Context: an optimization exercise on an open-source flow, tuned for small area. The choices shown serve that exercise and are no tape-out recipe. The RTL was checked by simulation tests, not by an equivalence proof against the original design. Power is estimated from default activity; no workload was simulated.

Design calc_chip, start of the top module:
module calc_chip (
  input  logic        clk,
  input  logic        rst_n,
  input  logic        key_valid,
  input  logic [3:0]  key_code,
  input  logic        equals,
  input  logic        save,
  input  logic        page_up,
  input  logic        page_down,
  output logic [15:0] out1,
  output logic [15:0] out2
);
  calc_top top0 (
    .clk       (clk),
    .rst_n     (rst_n),
    .key_valid (key_valid),
    .key_code  (key_code),
    .equals    (equals),
    .save      (save),
    .page_up   (page_up),
    .page_down (page_down),
    .out1      (out1),
    .out2      (out2)
  );
endmodule
==> module calc_fsm, before the edit <==
module calc_fsm (
  input  logic       clk,
  input  logic       rst_n,
  input  logic       key_valid,
  input  logic [3:0] key_code,
  input  logic       equals,
  input  logic       save,
  output logic [2:0] act,
  output logic       in_b_two,
  output logic       store_write
);
  localparam logic [2:0] st_idle = 3'd0, st_a_one = 3'd1, st_a_two = 3'd7,
                         st_op_set = 3'd2, st_b_one = 3'd3, st_b_two = 3'd6,
                         st_result = 3'd5;
  localparam logic [2:0] act_none = 3'd0, act_clear = 3'd1, act_load = 3'd2,
                         act_shift = 3'd3, act_commit_a2 = 3'd4,
                         act_commit_b1 = 3'd5, act_commit_b2 = 3'd6;
  logic [2:0] state;
  logic [2:0] state_next;
  logic [2:0] act_next;
  logic       is_digit;
  logic       is_oper;
  assign is_digit = key_valid && (key_code <= 4'd9);
  assign is_oper  = key_valid && (key_code >= 4'ha) && (key_code <= 4'hd);
  always_comb begin
    state_next = state;
    act_next   = act_none;
    if (equals) begin
      case (state)
        st_a_one: state_next = st_result;
        st_a_two: begin state_next = st_result; act_next = act_commit_a2; end
        st_b_one: begin state_next = st_result; act_next = act_commit_b1; end
        st_b_two: begin state_next = st_result; act_next = act_commit_b2; end
        st_op_set: begin state_next = st_idle; act_next = act_clear; end
        default: ;
      endcase
    end else if (is_oper) begin
      if (state == st_a_one || state == st_a_two || state == st_result) begin
        state_next = st_op_set;
        act_next   = act_shift;
      end
    end else if (is_digit) begin
      case (state)
        st_idle, st_result: begin state_next = st_a_one; act_next = act_load; end
        st_a_one: begin state_next = st_a_two; act_next = act_shift; end
        st_op_set: begin state_next = st_b_one; act_next = act_shift; end
        st_b_one: begin state_next = st_b_two; act_next = act_shift; end
        default: ;
      endcase
    end
  end
  always_ff @(posedge clk or negedge rst_n) begin
    if (!rst_n) begin
      state       <= st_idle;
      act         <= act_none;
      store_write <= 1'b0;
    end else begin
      state       <= state_next;
      act         <= act_next;
      store_write <= save && (state == st_result);
    end
  end
  assign in_b_two = (state == st_b_two);
endmodule
==> module calc_top, before the edit <==
module calc_top (
  input  logic        clk,
  input  logic        rst_n,
  input  logic        key_valid,
  input  logic [3:0]  key_code,
  input  logic        equals,
  input  logic        save,
  input  logic        page_up,
  input  logic        page_down,
  output logic [15:0] out1,
  output logic [15:0] out2
);
  localparam logic [2:0] act_none = 3'd0, act_clear = 3'd1, act_load = 3'd2,
                         act_shift = 3'd3, act_commit_a2 = 3'd4,
                         act_commit_b1 = 3'd5, act_commit_b2 = 3'd6;
  function automatic logic [15:0] radd(input logic [15:0] x, input logic [15:0] y, input logic cin);
    logic c;
    c = cin;
    for (int i = 0; i < 16; i++) begin
      radd[i] = x[i] ^ y[i] ^ c;
      c = (x[i] & y[i]) | (c & (x[i] ^ y[i]));
    end
  endfunction
  function automatic logic [6:0] dec2(input logic [3:0] t, input logic [3:0] o);
    logic [15:0] s;
    s = radd({11'd0, t, 1'b0}, {12'd0, o}, 1'b0);
    s = radd({9'd0, t, 3'b0}, s, 1'b0);
    dec2 = s[6:0];
  endfunction
  logic        started;
  logic        save_press;
  logic        page_up_press;
  logic        page_down_press;
  logic [2:0]  act;
  logic        in_b_two;
  logic        store_write;
  logic [3:0]  keep;
  logic [15:0] last_result;
  logic [15:0] stored;
  logic [3:0]  at, ao, bt, bo, opc;
  logic [1:0]  op;
  logic [6:0]  a, b;
  logic [13:0] result;
  logic [15:0] result_bcd;
  always_ff @(posedge clk or negedge rst_n) begin
    if (!rst_n) started <= 1'b0;
    else        started <= 1'b1;
  end
  key_debounce save_db0 (.clk(clk), .rst_n(rst_n), .started(started), .button(save), .press(save_press));
  key_debounce page_up_db0 (.clk(clk), .rst_n(rst_n), .started(started), .button(page_up), .press(page_up_press));
  key_debounce page_down_db0 (.clk(clk), .rst_n(rst_n), .started(started), .button(page_down), .press(page_down_press));
  calc_fsm fsm0 (
    .clk(clk), .rst_n(rst_n), .key_valid(key_valid), .key_code(key_code),
    .equals(equals), .save(save_press), .act(act), .in_b_two(in_b_two),
    .store_write(store_write)
  );
  always_comb begin
    at = 4'd0; ao = 4'd0; bt = out1[7:4]; bo = out1[3:0]; opc = 4'ha;
    if (act == act_commit_b1) begin
      at = out1[15:12]; ao = out1[11:8]; bt = 4'd0; opc = out1[7:4];
    end else if (act == act_commit_b2) begin
      at = keep; ao = out1[15:12]; opc = out1[11:8];
    end
  end
  assign op = {~opc[1], opc[0]};
  assign a  = dec2(at, ao);
  assign b  = dec2(bt, bo);
  calc_datapath datapath0 (.op(op), .a(a), .b(b), .result(result));
  display_formatter formatter0 (.value(result), .bcd(result_bcd));
  always_ff @(posedge clk or negedge rst_n) begin
    if (!rst_n) begin
      out1 <= 16'd0;
    end else begin
      case (act)
        act_clear: out1 <= 16'd0;
        act_load:  out1 <= {12'd0, keep};
        act_shift: out1 <= {out1[11:0], keep};
        act_commit_a2, act_commit_b1, act_commit_b2: out1 <= result_bcd;
        default: ;
      endcase
    end
  end
  always_ff @(posedge clk) begin
    if (!started) last_result <= 16'd0;
    else if (act == act_commit_a2 || act == act_commit_b1 || act == act_commit_b2) last_result <= result_bcd;
  end
  always_ff @(posedge clk) begin
    if (!in_b_two) keep <= key_code;
    else if (act == act_shift) keep <= out1[15:12];
  end
  result_store store0 (
    .clk(clk), .rst_n(rst_n), .write(store_write), .data(last_result),
    .page_up(page_up_press), .page_down(page_down_press), .read(stored)
  );
  assign out2 = stored;
endmodule
clock: 45.0 ns
lec_check: 0
cap_margin: 20
core_margin: 2
core_utilization: 40
slew_margin: 20
standard.sh (not shown) runs the stock make flow with config.mk's settings and CLKGATE_MAP_FILE= SYNTH_SCRIPT=/design/flow/synth_recipe.tcl, a recipe that flattens the netlist after the stock synthesis.
==> flow/flow/run.sh <==
#!/bin/bash
# Own layout flow: the standard ORFS flow, with a synthesis script that
# differs from the standard one only in technology mapping (full adders only
# from extract_fa, and an area-oriented ABC script). Registers, flattening and
# renaming are as in the standard synthesis.
set -euo pipefail
HERE=$(pwd)
OWN=$HERE/flow
mkdir -p $HERE/own

# the standard synthesis script of this ORFS, with the two mapping changes
sed -e 's|^  extract_fa {\*}\[dont_use_extract_fa_args\]$|  extract_fa -fa|' \
    -e 's|^  log_cmd abc {\*}\$abc_args$|  log_cmd abc -script $::env(OWN_ABC_SCRIPT) {*}[lrange $abc_args 2 end]|' \
    $FLOW_HOME/scripts/synth.tcl > $HERE/own/synth_mod.tcl
grep -q '^  extract_fa -fa$' $HERE/own/synth_mod.tcl
grep -q 'OWN_ABC_SCRIPT' $HERE/own/synth_mod.tcl
sed -e "s|source \$::env(SCRIPTS_DIR)/synth.tcl|source $HERE/own/synth_mod.tcl|" synth_recipe.tcl > $HERE/own/synth_own.tcl
grep -q synth_mod.tcl $HERE/own/synth_own.tcl
export OWN_ABC_SCRIPT=$OWN/abc_own.script

# The standard flow's make command line, with our synthesis script
CMD=$(grep '^make ' standard.sh)
CMD=${CMD//SYNTH_SCRIPT=$HERE\/synth_recipe.tcl/SYNTH_SCRIPT=$HERE/own/synth_own.tcl}
CMD=${CMD//\"\$\{@:-finish\}\"/}
echo "$CMD $(cat $OWN/make_args.txt 2>/dev/null) finish" > $HERE/own_make_cmd.log
eval "$CMD $(cat $OWN/make_args.txt 2>/dev/null) finish" > $HERE/own_make.log 2>&1

B=$HERE/orfs/results/$FLOW_PLATFORM/calc_chip/base
: # left out here: write the final layout as DEF
==> flow/flow/abc_own.script <==
strash
&get -n
&st
&dch
&nf -R 1000
&put
topo
==> flow/flow/make_args.txt <==
BUFFER_PORTS_ARGS="-buffer_cell sky130_fd_sc_hd__buf_1" CTS_ARGS="-sink_clustering_enable -repair_clock_nets -buf_list sky130_fd_sc_hd__clkbuf_8 -sink_clustering_size 20 -dont_use_dummy_load"
Rerun with:
--- a/flow/design.v
+++ b/flow/design.v
@@ -87,16 +87,16 @@
   input  logic       key_valid,
   input  logic [3:0] key_code,
   input  logic       equals,
   input  logic       save,
   output logic [2:0] act,
-  output logic       in_b_two,
+  output logic [3:0] code_q,
   output logic       store_write
 );
-  localparam logic [2:0] st_idle = 3'd0, st_a_one = 3'd1, st_a_two = 3'd7,
-                         st_op_set = 3'd2, st_b_one = 3'd3, st_b_two = 3'd6,
-                         st_result = 3'd5;
+  localparam logic [2:0] st_idle = 3'd0, st_a_one = 3'd1, st_a_two = 3'd2,
+                         st_op_set = 3'd3, st_b_one = 3'd4, st_b_two = 3'd5,
+                         st_result = 3'd6;
   localparam logic [2:0] act_none = 3'd0, act_clear = 3'd1, act_load = 3'd2,
                          act_shift = 3'd3, act_commit_a2 = 3'd4,
                          act_commit_b1 = 3'd5, act_commit_b2 = 3'd6;
   logic [2:0] state;
   logic [2:0] state_next;
@@ -141,11 +141,11 @@
       state       <= state_next;
       act         <= act_next;
       store_write <= save && (state == st_result);
     end
   end
-  assign in_b_two = (state == st_b_two);
+  always_ff @(posedge clk) code_q <= key_code;
 endmodule
 `timescale 1ns/1ps
 module calc_datapath (
   input  logic [1:0]  op,
   input  logic [6:0]  a,
@@ -314,13 +314,13 @@
   logic        started;
   logic        save_press;
   logic        page_up_press;
   logic        page_down_press;
   logic [2:0]  act;
-  logic        in_b_two;
+  logic [3:0]  code_q;
   logic        store_write;
-  logic [3:0]  keep;
+  logic [3:0]  a_tens;
   logic [15:0] last_result;
   logic [15:0] stored;
   logic [3:0]  at, ao, bt, bo, opc;
   logic [1:0]  op;
   logic [6:0]  a, b;
@@ -333,46 +333,45 @@
   key_debounce save_db0 (.clk(clk), .rst_n(rst_n), .started(started), .button(save), .press(save_press));
   key_debounce page_up_db0 (.clk(clk), .rst_n(rst_n), .started(started), .button(page_up), .press(page_up_press));
   key_debounce page_down_db0 (.clk(clk), .rst_n(rst_n), .started(started), .button(page_down), .press(page_down_press));
   calc_fsm fsm0 (
     .clk(clk), .rst_n(rst_n), .key_valid(key_valid), .key_code(key_code),
-    .equals(equals), .save(save_press), .act(act), .in_b_two(in_b_two),
+    .equals(equals), .save(save_press), .act(act), .code_q(code_q),
     .store_write(store_write)
   );
   always_comb begin
     at = 4'd0; ao = 4'd0; bt = out1[7:4]; bo = out1[3:0]; opc = 4'ha;
     if (act == act_commit_b1) begin
       at = out1[15:12]; ao = out1[11:8]; bt = 4'd0; opc = out1[7:4];
     end else if (act == act_commit_b2) begin
-      at = keep; ao = out1[15:12]; opc = out1[11:8];
+      at = a_tens; ao = out1[15:12]; opc = out1[11:8];
     end
   end
   assign op = {~opc[1], opc[0]};
   assign a  = dec2(at, ao);
   assign b  = dec2(bt, bo);
   calc_datapath datapath0 (.op(op), .a(a), .b(b), .result(result));
   display_formatter formatter0 (.value(result), .bcd(result_bcd));
   always_ff @(posedge clk or negedge rst_n) begin
     if (!rst_n) begin
-      out1 <= 16'd0;
+      out1        <= 16'd0;
+      last_result <= 16'd0;
     end else begin
       case (act)
         act_clear: out1 <= 16'd0;
-        act_load:  out1 <= {12'd0, keep};
-        act_shift: out1 <= {out1[11:0], keep};
-        act_commit_a2, act_commit_b1, act_commit_b2: out1 <= result_bcd;
+        act_load:  out1 <= {12'd0, code_q};
+        act_shift: out1 <= {out1[11:0], code_q};
+        act_commit_a2, act_commit_b1, act_commit_b2: begin
+          out1        <= result_bcd;
+          last_result <= result_bcd;
+        end
         default: ;
       endcase
     end
   end
   always_ff @(posedge clk) begin
-    if (!started) last_result <= 16'd0;
-    else if (act == act_commit_a2 || act == act_commit_b1 || act == act_commit_b2) last_result <= result_bcd;
-  end
-  always_ff @(posedge clk) begin
-    if (!in_b_two) keep <= key_code;
-    else if (act == act_shift) keep <= out1[15:12];
+    if (act == act_shift) a_tens <= out1[15:12];
   end
   result_store store0 (
     .clk(clk), .rst_n(rst_n), .write(store_write), .data(last_result),
     .page_up(page_up_press), .page_down(page_down_press), .read(stored)
   );
Outcome: The changed run completed with no timing, DRC or antenna violations. Routed wire length goes down by 2.6%. Flip-flop and latch count goes up by 4. Synthesized area climbs by 0.74%. Via count is lower by 1.6%. Combinational power came out lower by 5.1%. Cell count shrinks by 0.81%. Die area climbs by 0.72%. Register-to-register slack gets better by 0.79 ns. Count of clock-buffer cells in the layout stays the same. Core utilization shrinks by 0.67 points. Total power is lower by 1.1%. Design area came out higher by 0.86%.

-- afterwards: timing with drivers on the ports --
In the flow no input, the clock included, has a driving cell. The finished layouts below were timed again as built, in two steps.
Step 1, drivers: a clkbuf_16 drives clk and a buf_2 each remaining input, both assumed.
Step 2 adds t to the input delays and takes it off the output delays; t is the mean of the earliest and latest rising clock arrival at the registers after step 1. Input paths then give back, and output paths get back, about the clock's delay inside the block.
a / b / c = ideal ports / drivers / drivers and shift; a / b = the first two.
run	shift t [ns]	setup WS [ns]	hold slack, ns	clock arrival spread, ns
the first run	0.456	29.306 / 29.306 / 29.306	0.339 / 0.339 / 0.339	0.040 / 0.040
the second run	0.468	30.099 / 30.099 / 30.099	0.371 / 0.371 / 0.371	0.040 / 0.040
After both steps every run listed still meets setup and hold.
